Context: an optimization exercise on an open-source flow, tuned for small area, a short achievable clock period and few clock cycles per item. The choices shown serve that exercise and are no tape-out recipe. In this exercise RTL edits were held to simulation tests only and were not proved equivalent to the original. The flow treats the clock pin as an ideal source, which a real chip does not have.

==> yarrow <==
==> flow/design.v <==
`default_nettype none
package dma_pkg;
  typedef logic [32-1:0] dma_addr_t;
  typedef logic [31:0] dma_len_t;
  typedef logic [4-1:0] dma_ce_t;
  typedef struct packed {
    dma_addr_t src;
    dma_addr_t dst;
    dma_len_t  len;
  } dma_cfg_t;
  typedef enum logic [2:0] {
    SEQ_IDLE,
    SEQ_RD_CHECK,
    SEQ_RD_WAIT,
    SEQ_WR_CHECK,
    SEQ_WR_WAIT
  } seq_state_t;
endpackage
`default_nettype wire
`default_nettype none
package mst_pkg;
  typedef logic [32-1:0] mst_data_t;
  typedef enum logic [1:0] {
    CMD_IDLE,
    CMD_RUN,
    CMD_WAIT,
    CMD_DONE
  } cmd_state_t;
endpackage
`default_nettype wire
`timescale 1ns/1ps
`default_nettype none
module dma_regs
(
  input  wire logic      Bus2IP_Clk,
  input  wire logic      rst,
  input  mst_pkg::mst_data_t      bus2ip_data,
  input  dma_pkg::dma_ce_t        bus2ip_wrce,
  input  dma_pkg::dma_ce_t        bus2ip_rdce,
  input  wire logic      busy,
  output mst_pkg::mst_data_t      ip2bus_data,
  output logic           ip2bus_wrack,
  output logic           ip2bus_rdack,
  output dma_pkg::dma_cfg_t       cfg,
  output logic           key
);
  mst_pkg::mst_data_t wdata;
  assign wdata = rst ? '0 : bus2ip_data;
  always_ff @(posedge Bus2IP_Clk)
  begin
    if (rst || bus2ip_wrce[3])
      cfg.src <= dma_pkg::dma_addr_t'(wdata);
    if (rst || bus2ip_wrce[2])
      cfg.dst <= dma_pkg::dma_addr_t'(wdata);
    if (rst || bus2ip_wrce[1])
      cfg.len <= dma_pkg::dma_len_t'(wdata);
  end
  assign key = bus2ip_wrce[0] && (bus2ip_data == mst_pkg::mst_data_t'(32'h0000_00CC));
  assign ip2bus_data = ({32{bus2ip_rdce[3]}} & mst_pkg::mst_data_t'(cfg.src))
                     | ({32{bus2ip_rdce[2]}} & mst_pkg::mst_data_t'(cfg.dst))
                     | ({32{bus2ip_rdce[1]}} & mst_pkg::mst_data_t'(cfg.len))
                     | {{(32-1){1'b0}}, bus2ip_rdce[0] & busy};
  assign ip2bus_wrack = |bus2ip_wrce;
  assign ip2bus_rdack = |bus2ip_rdce;
endmodule
`default_nettype wire
`timescale 1ns/1ps
`default_nettype none
module simple_dma
(
  input  wire logic      Bus2IP_Clk,
  input  wire logic      rst,
  input  mst_pkg::mst_data_t      bus2ip_data,
  input  dma_pkg::dma_ce_t        bus2ip_wrce,
  input  dma_pkg::dma_ce_t        bus2ip_rdce,
  output mst_pkg::mst_data_t      ip2bus_data,
  output logic           ip2bus_wrack,
  output logic           ip2bus_rdack,
  input  wire logic      bus2ip_mst_cmdack,
  input  wire logic      bus2ip_mst_cmplt,
  input  mst_pkg::mst_data_t      bus2ip_mstrd_d,
  input  wire logic      bus2ip_mstrd_src_rdy_n,
  input  wire logic      bus2ip_mstwr_dst_rdy_n,
  output logic           ip2bus_mstrd_req,
  output logic           ip2bus_mstwr_req,
  output dma_pkg::dma_addr_t      ip2bus_mst_addr,
  output mst_pkg::mst_data_t      ip2bus_mstwr_d
);
  dma_pkg::dma_cfg_t cfg;
  logic     key;
  logic     busy_q;
  logic     rdreq_q;
  logic     wrreq_q;
  dma_pkg::dma_addr_t addr_q;
  dma_pkg::dma_addr_t next_q;
  logic [32-3:0] words_nq;
  logic     part_q;
  mst_pkg::mst_data_t data_q;
  logic     start;
  logic     rd_cmplt;
  logic     wr_cmplt;
  logic     accept;
  logic     none_left;
  dma_regs u_regs (
    .Bus2IP_Clk(Bus2IP_Clk), .rst(rst),
    .bus2ip_data(bus2ip_data), .bus2ip_wrce(bus2ip_wrce), .bus2ip_rdce(bus2ip_rdce),
    .busy(busy_q), .ip2bus_data(ip2bus_data),
    .ip2bus_wrack(ip2bus_wrack), .ip2bus_rdack(ip2bus_rdack),
    .cfg(cfg), .key(key)
  );
  assign start     = key && !busy_q && (cfg.len != '0);
  assign rd_cmplt  = !bus2ip_mstrd_src_rdy_n;
  assign wr_cmplt  = !bus2ip_mstwr_dst_rdy_n;
  assign accept    = bus2ip_mst_cmdack || bus2ip_mst_cmplt;
  assign none_left = (&words_nq) && !part_q;
  always_ff @(posedge Bus2IP_Clk)
  begin
    if (rst)
    begin
      busy_q  <= 1'b0;
      rdreq_q <= 1'b0;
      wrreq_q <= 1'b0;
    end
    else
    begin
      busy_q  <= start || (busy_q && !(wr_cmplt && none_left));
      rdreq_q <= start || (rdreq_q && !accept) || (busy_q && wr_cmplt && !none_left);
      wrreq_q <= (wrreq_q && !accept) || (busy_q && rd_cmplt);
    end
  end
  logic                   words_dec;
  logic [32-3:0] words_carry;
  assign words_dec = busy_q && rd_cmplt && !part_q;
  always_comb
  begin
    words_carry[0] = words_dec;
    for (int i = 1; i < 32-2; i++)
      words_carry[i] = words_carry[i-1] && words_nq[i-1];
  end
  always_ff @(posedge Bus2IP_Clk)
  begin
    for (int i = 0; i < 32-2; i++)
      if (!busy_q || words_carry[i])
        words_nq[i] <= busy_q ? !words_nq[i] : !cfg.len[i+2];
    if (!busy_q)
      part_q <= |cfg.len[1:0];
    else if (rd_cmplt)
      part_q <= 1'b0;
  end
  logic     addr_load;
  logic     addr_step;
  logic     addr_hold;
  assign addr_load = !busy_q;
  assign addr_step = busy_q && bus2ip_mst_cmplt;
  assign addr_hold = busy_q && !bus2ip_mst_cmplt;
  always_ff @(posedge Bus2IP_Clk)
  begin
    addr_q <= ({32{addr_load}} & cfg.src)
            | ({32{addr_step}} & next_q)
            | ({32{addr_hold}} & addr_q);
    next_q <= ({32{addr_load}} & cfg.dst)
            | ({32{addr_step}} & (addr_q + dma_pkg::dma_addr_t'(4)))
            | ({32{addr_hold}} & next_q);
  end
  always_ff @(posedge Bus2IP_Clk)
  begin
    if (rd_cmplt)
      data_q <= bus2ip_mstrd_d;
  end
  assign ip2bus_mstrd_req = rdreq_q;
  assign ip2bus_mstwr_req = wrreq_q;
  assign ip2bus_mst_addr  = addr_q;
  assign ip2bus_mstwr_d   = data_q;
endmodule
`default_nettype wire
==> flow/flow/run.sh <==
#!/bin/bash
# The standard flow (standard.sh) with these changes:
#  - synthesis maps combinational logic with flow/abc_map.script (see flow/synth.tcl);
#  - the port buffers are sky130_fd_sc_hd__buf_1 cells (the standard flow picks delay cells);
#  - a few slow combinational cells are added to the platform's don't-use list,
#    for synthesis and layout alike.
# Registers are mapped exactly as in the standard synthesis.
set -euo pipefail
W=$(pwd)
export BUFFER_PORTS_ARGS="-buffer_cell sky130_fd_sc_hd__buf_1"
export MY_ABC_SCRIPT=$W/flow/abc_map.script
export FLOW_SYNTH_TCL=$W/synth_recipe.tcl
# optional ORFS step hooks: flow/pre_resize.tcl and flow/pre_cts.tcl
if [[ -f $W/flow/pre_resize.tcl ]]; then export PRE_RESIZE_TCL=$W/flow/pre_resize.tcl; fi
if [[ -f $W/flow/pre_cts.tcl ]]; then export PRE_CTS_TCL=$W/flow/pre_cts.tcl; fi
DU="sky130_fd_sc_hd__probe_p_8 sky130_fd_sc_hd__probec_p_8 sky130_fd_sc_hd__lpflow_bleeder_1 sky130_fd_sc_hd__lpflow_clkbufkapwr_1 sky130_fd_sc_hd__lpflow_clkbufkapwr_16 sky130_fd_sc_hd__lpflow_clkbufkapwr_2 sky130_fd_sc_hd__lpflow_clkbufkapwr_4 sky130_fd_sc_hd__lpflow_clkbufkapwr_8 sky130_fd_sc_hd__lpflow_clkinvkapwr_1 sky130_fd_sc_hd__lpflow_clkinvkapwr_16 sky130_fd_sc_hd__lpflow_clkinvkapwr_2 sky130_fd_sc_hd__lpflow_clkinvkapwr_4 sky130_fd_sc_hd__lpflow_clkinvkapwr_8 sky130_fd_sc_hd__lpflow_decapkapwr_12 sky130_fd_sc_hd__lpflow_decapkapwr_3 sky130_fd_sc_hd__lpflow_decapkapwr_4 sky130_fd_sc_hd__lpflow_decapkapwr_6 sky130_fd_sc_hd__lpflow_decapkapwr_8 sky130_fd_sc_hd__lpflow_inputiso0n_1 sky130_fd_sc_hd__lpflow_inputiso0p_1 sky130_fd_sc_hd__lpflow_inputiso1n_1 sky130_fd_sc_hd__lpflow_inputiso1p_1 sky130_fd_sc_hd__lpflow_inputisolatch_1 sky130_fd_sc_hd__lpflow_isobufsrc_1 sky130_fd_sc_hd__lpflow_isobufsrc_16 sky130_fd_sc_hd__lpflow_isobufsrc_2 sky130_fd_sc_hd__lpflow_isobufsrc_4 sky130_fd_sc_hd__lpflow_isobufsrc_8 sky130_fd_sc_hd__lpflow_isobufsrckapwr_16 sky130_fd_sc_hd__lpflow_lsbuf_lh_hl_isowell_tap_1 sky130_fd_sc_hd__lpflow_lsbuf_lh_hl_isowell_tap_2 sky130_fd_sc_hd__lpflow_lsbuf_lh_hl_isowell_tap_4 sky130_fd_sc_hd__lpflow_lsbuf_lh_isowell_4 sky130_fd_sc_hd__lpflow_lsbuf_lh_isowell_tap_1 sky130_fd_sc_hd__lpflow_lsbuf_lh_isowell_tap_2 sky130_fd_sc_hd__lpflow_lsbuf_lh_isowell_tap_4 sky130_fd_sc_hd__a222oi_1 sky130_fd_sc_hd__or4_1 sky130_fd_sc_hd__or4_2 sky130_fd_sc_hd__or4_4 sky130_fd_sc_hd__nor4_1 sky130_fd_sc_hd__nor4_2 sky130_fd_sc_hd__nor4_4"
bash standard.sh "DONT_USE_CELLS=$DU" SYNTH_SCRIPT=$W/flow/synth.tcl synth > synth.log 2>&1
bash standard.sh "DONT_USE_CELLS=$DU" SYNTH_SCRIPT=$W/flow/synth.tcl  finish > layout.log 2>&1
==> flow/flow/abc_map.script <==
&get -n
&st
&syn2
&dch -f
&nf -R 20
&put
==> flow/flow/pre_cts.tcl <==
# Hook run by ORFS's CTS step (PRE_CTS_TCL), after placement.
# The port buffer of each register-read select is strong enough to drive the
# select's 32 gates itself, so the buffers placement added behind it go.
set block [ord::get_db_block]
foreach bt [$block getBTerms] {
  if {![string match {bus2ip_rdce*} [$bt getName]]} { continue }
  foreach it [[$bt getNet] getITerms] {
    set pbuf [$it getInst]
    foreach ot [$pbuf getITerms] {
      if {![$ot isOutputSignal]} { continue }
      foreach lt [[$ot getNet] getITerms] {
        set li [$lt getInst]
        if {$li eq $pbuf} { continue }
        set m [[$li getMaster] getName]
        if {[string match {sky130_fd_sc_hd__buf_*} $m] || [string match {sky130_fd_sc_hd__clkbuf_*} $m]} {
          puts "pre_cts: removing [$li getName] ($m) behind [$pbuf getName]"
          remove_buffers [$li getName]
        }
      }
    }
  }
}
==> flow/flow/pre_resize.tcl <==
# Hook run by ORFS's resize step (PRE_RESIZE_TCL), before repair_design.
# Each register-read select drives one gate per data bit, so its port buffer
# is made strong enough to drive them all; the read-data and acknowledge
# outputs get a slightly stronger port buffer than the default.
set block [ord::get_db_block]
foreach bt [$block getBTerms] {
  set name [$bt getName]
  set net [$bt getNet]
  if {$net eq "NULL"} { continue }
  if {[string match {bus2ip_rdce*} $name]} {
    foreach it [$net getITerms] {
      set inst [[$it getInst] getName]
      puts "size_io: $inst -> sky130_fd_sc_hd__buf_16"
      replace_cell $inst sky130_fd_sc_hd__buf_16
    }
  } elseif {[string match {ip2bus_data*} $name] || $name eq "ip2bus_wrack" || $name eq "ip2bus_rdack"} {
    foreach it [$net getITerms] {
      if {[$it isOutputSignal]} {
        set inst [[$it getInst] getName]
        puts "size_io: $inst -> sky130_fd_sc_hd__buf_2"
        replace_cell $inst sky130_fd_sc_hd__buf_2
      }
    }
  }
}
==> flow/flow/synth.tcl <==
# The standard flow's synthesis script (synth_recipe.tcl) unchanged, except that the
# combinational mapping calls ABC with flow/abc_map.script instead of ORFS's
# abc_speed.script. Registers are mapped before ABC runs, so they come out
# exactly as in the standard synthesis.
proc abc {args} {
  set i [lsearch -exact $args -script]
  if {$i >= 0 && [string match *abc_speed* [lindex $args [expr {$i+1}]]]} {
    lset args [expr {$i+1}] $::env(MY_ABC_SCRIPT)
  }
  puts "abc wrapper: $args"
  yosys abc {*}$args
}
source $::env(FLOW_SYNTH_TCL)
==> flow/standard.sh <==
#!/bin/bash
# synth_recipe.tcl (not shown) runs the flow's synth.tcl, then flattens the netlist and writes it again
# the make line also repeats each setting of config.mk as NAME=value (left out here)
make -C /OpenROAD-flow-scripts/flow DESIGN_CONFIG=/design/flow/config.mk WORK_HOME=/design/flow/orfs CLKGATE_MAP_FILE= SYNTH_SCRIPT=/design/flow/synth_recipe.tcl "${@:-finish}"
==> flow/config.mk <==
export PLATFORM = sky130hd
export DESIGN_NAME = simple_dma
export DESIGN_NICKNAME = simple_dma
export VERILOG_FILES = /design/flow/design.v
export SDC_FILE = /design/flow/constraint.sdc
export NUM_CORES = 4
export LEC_CHECK = 0
export ABC_CLOCK_PERIOD_IN_PS = 2000
export CAP_MARGIN = 20
export CORE_MARGIN = 2
export CORE_UTILIZATION = 72
export CTS_CLUSTER_DIAMETER = 70
export CTS_CLUSTER_SIZE = 25
export PLACE_DENSITY = 0.8
export SETUP_SLACK_MARGIN = 2.35
export SLEW_MARGIN = 20
==> flow/constraint.sdc <==
create_clock -name core_clock -period 5.0 [get_ports {Bus2IP_Clk}]
set_input_delay 1.0000 -clock core_clock [delete_from_list [all_inputs] [get_ports {Bus2IP_Clk}]]
set_output_delay 1.0000 -clock core_clock [all_outputs]
set_load 0.01 [all_outputs]
==> harbor: changes against yarrow <==
--- a/flow/flow/run.sh
+++ b/flow/flow/run.sh
@@ -12,5 +12,2 @@
 export FLOW_SYNTH_TCL=$W/synth_recipe.tcl
-# optional ORFS step hooks: flow/pre_resize.tcl and flow/pre_cts.tcl
-if [[ -f $W/flow/pre_resize.tcl ]]; then export PRE_RESIZE_TCL=$W/flow/pre_resize.tcl; fi
-if [[ -f $W/flow/pre_cts.tcl ]]; then export PRE_CTS_TCL=$W/flow/pre_cts.tcl; fi
 DU="sky130_fd_sc_hd__probe_p_8 sky130_fd_sc_hd__probec_p_8 sky130_fd_sc_hd__lpflow_bleeder_1 sky130_fd_sc_hd__lpflow_clkbufkapwr_1 sky130_fd_sc_hd__lpflow_clkbufkapwr_16 sky130_fd_sc_hd__lpflow_clkbufkapwr_2 sky130_fd_sc_hd__lpflow_clkbufkapwr_4 sky130_fd_sc_hd__lpflow_clkbufkapwr_8 sky130_fd_sc_hd__lpflow_clkinvkapwr_1 sky130_fd_sc_hd__lpflow_clkinvkapwr_16 sky130_fd_sc_hd__lpflow_clkinvkapwr_2 sky130_fd_sc_hd__lpflow_clkinvkapwr_4 sky130_fd_sc_hd__lpflow_clkinvkapwr_8 sky130_fd_sc_hd__lpflow_decapkapwr_12 sky130_fd_sc_hd__lpflow_decapkapwr_3 sky130_fd_sc_hd__lpflow_decapkapwr_4 sky130_fd_sc_hd__lpflow_decapkapwr_6 sky130_fd_sc_hd__lpflow_decapkapwr_8 sky130_fd_sc_hd__lpflow_inputiso0n_1 sky130_fd_sc_hd__lpflow_inputiso0p_1 sky130_fd_sc_hd__lpflow_inputiso1n_1 sky130_fd_sc_hd__lpflow_inputiso1p_1 sky130_fd_sc_hd__lpflow_inputisolatch_1 sky130_fd_sc_hd__lpflow_isobufsrc_1 sky130_fd_sc_hd__lpflow_isobufsrc_16 sky130_fd_sc_hd__lpflow_isobufsrc_2 sky130_fd_sc_hd__lpflow_isobufsrc_4 sky130_fd_sc_hd__lpflow_isobufsrc_8 sky130_fd_sc_hd__lpflow_isobufsrckapwr_16 sky130_fd_sc_hd__lpflow_lsbuf_lh_hl_isowell_tap_1 sky130_fd_sc_hd__lpflow_lsbuf_lh_hl_isowell_tap_2 sky130_fd_sc_hd__lpflow_lsbuf_lh_hl_isowell_tap_4 sky130_fd_sc_hd__lpflow_lsbuf_lh_isowell_4 sky130_fd_sc_hd__lpflow_lsbuf_lh_isowell_tap_1 sky130_fd_sc_hd__lpflow_lsbuf_lh_isowell_tap_2 sky130_fd_sc_hd__lpflow_lsbuf_lh_isowell_tap_4 sky130_fd_sc_hd__a222oi_1 sky130_fd_sc_hd__or4_1 sky130_fd_sc_hd__or4_2 sky130_fd_sc_hd__or4_4 sky130_fd_sc_hd__nor4_1 sky130_fd_sc_hd__nor4_2 sky130_fd_sc_hd__nor4_4"
--- a/flow/config.mk
+++ b/flow/config.mk
@@ -10,3 +10,3 @@
 export CORE_MARGIN = 2
-export CORE_UTILIZATION = 72
+export CORE_UTILIZATION = 65
 export CTS_CLUSTER_DIAMETER = 70
@@ -14,3 +14,3 @@
 export PLACE_DENSITY = 0.8
-export SETUP_SLACK_MARGIN = 2.35
+export SETUP_SLACK_MARGIN = 2.2
 export SLEW_MARGIN = 20
removed: flow/flow/pre_cts.tcl
removed: flow/flow/pre_resize.tcl
==> metrics.cfg <==
[status]
status=no timing/DRC/antenna violations

[global_routing]
grt_pass1_wl_mm=35.3
grt_pass1_vias=7001

[critical_path]
critPathTopFamily=simple AND/OR/NAND/NOR gates
path_max_fanout=4
worstSetupPathType=reg -> reg
cp.depth=8

[power_and_ir_drop]
p_comb_share_pct=10.0

[cells_and_area]
clockBufferCount=19
nNetsFinal=1045
clk_share_pct=3.49
final_common_cell=edfxtp_1
fin_util_pct=86.5

Source of the figures above: yarrow

==> metrics.cfg <==
[power_and_ir_drop]
p_comb_share_pct=9.6

[global_routing]
grt_pass1_wl_mm=35.7
grt_pass1_vias=6974

[yosys]
syn_nets=832

[cells_and_area]
signal_buffers=200
areaGrowthSynthToFinish_pct=17.4
drive_above_1_share_pct=5.55
fin_util_pct=77.6
final_common_cell=buf_1
nNetsFinal=1047
seqCellArea_mm2=0.00612

[critical_path]
worstSetupPathType=in -> out
cp.depth=5
critPathSlowestCell=buf_12
path_cells=clkbuf_2 > buf_12 > a22oi_2 > nand2_1 > buf_1
critPathTopFamily=buffers and inverters

[placement]
placedInstanceArea_mm2=0.0101

[timing]
period_needed_ns=2.80
worstMarginPinSlew_ns=0.893

[detailed_routing]
routed_via_density=6.13
wl_per_cell_um=20.6

[status]
status=no timing/DRC/antenna violations

Source of the figures above: harbor

Testbench counts of yarrow, summed over its fixed seeds: cycles 59,953, words 6,547.
Testbench counts of harbor, summed over its fixed seeds: cycles 59,953, words 6,547.

==> static timing again, ports no longer ideal <==
In the flow no input, the clock included, has a driving cell. The finished layouts below were timed again as built, in two steps.
Step 1, drivers: a clkbuf_16 drives Bus2IP_Clk and a buf_2 each remaining input, both assumed.
Step 2 moves the port delays by t, midway between the first and last clock arrival at a register: inputs arrive t later, outputs are due t later. That takes back most of the time a late clock gives input paths.
Three values: no drivers, after step 1, after step 2; two values: the first two.
run	t, ns	setup WS [ns]	hold WS [ns]	worst slew at a driven data input, ns
yarrow	0.503	2.285 / 2.285 / 1.933	0.487 / 0.487 / 0.487	0.10
harbor	0.504	2.201 / 2.173 / 2.070	0.493 / 0.493 / 0.493	0.07
After both steps setup and hold are still met in every run listed. For yarrow, which loses most, drivers alone change the setup slack by 0.000 ns; drivers and shift together by -0.352 ns.
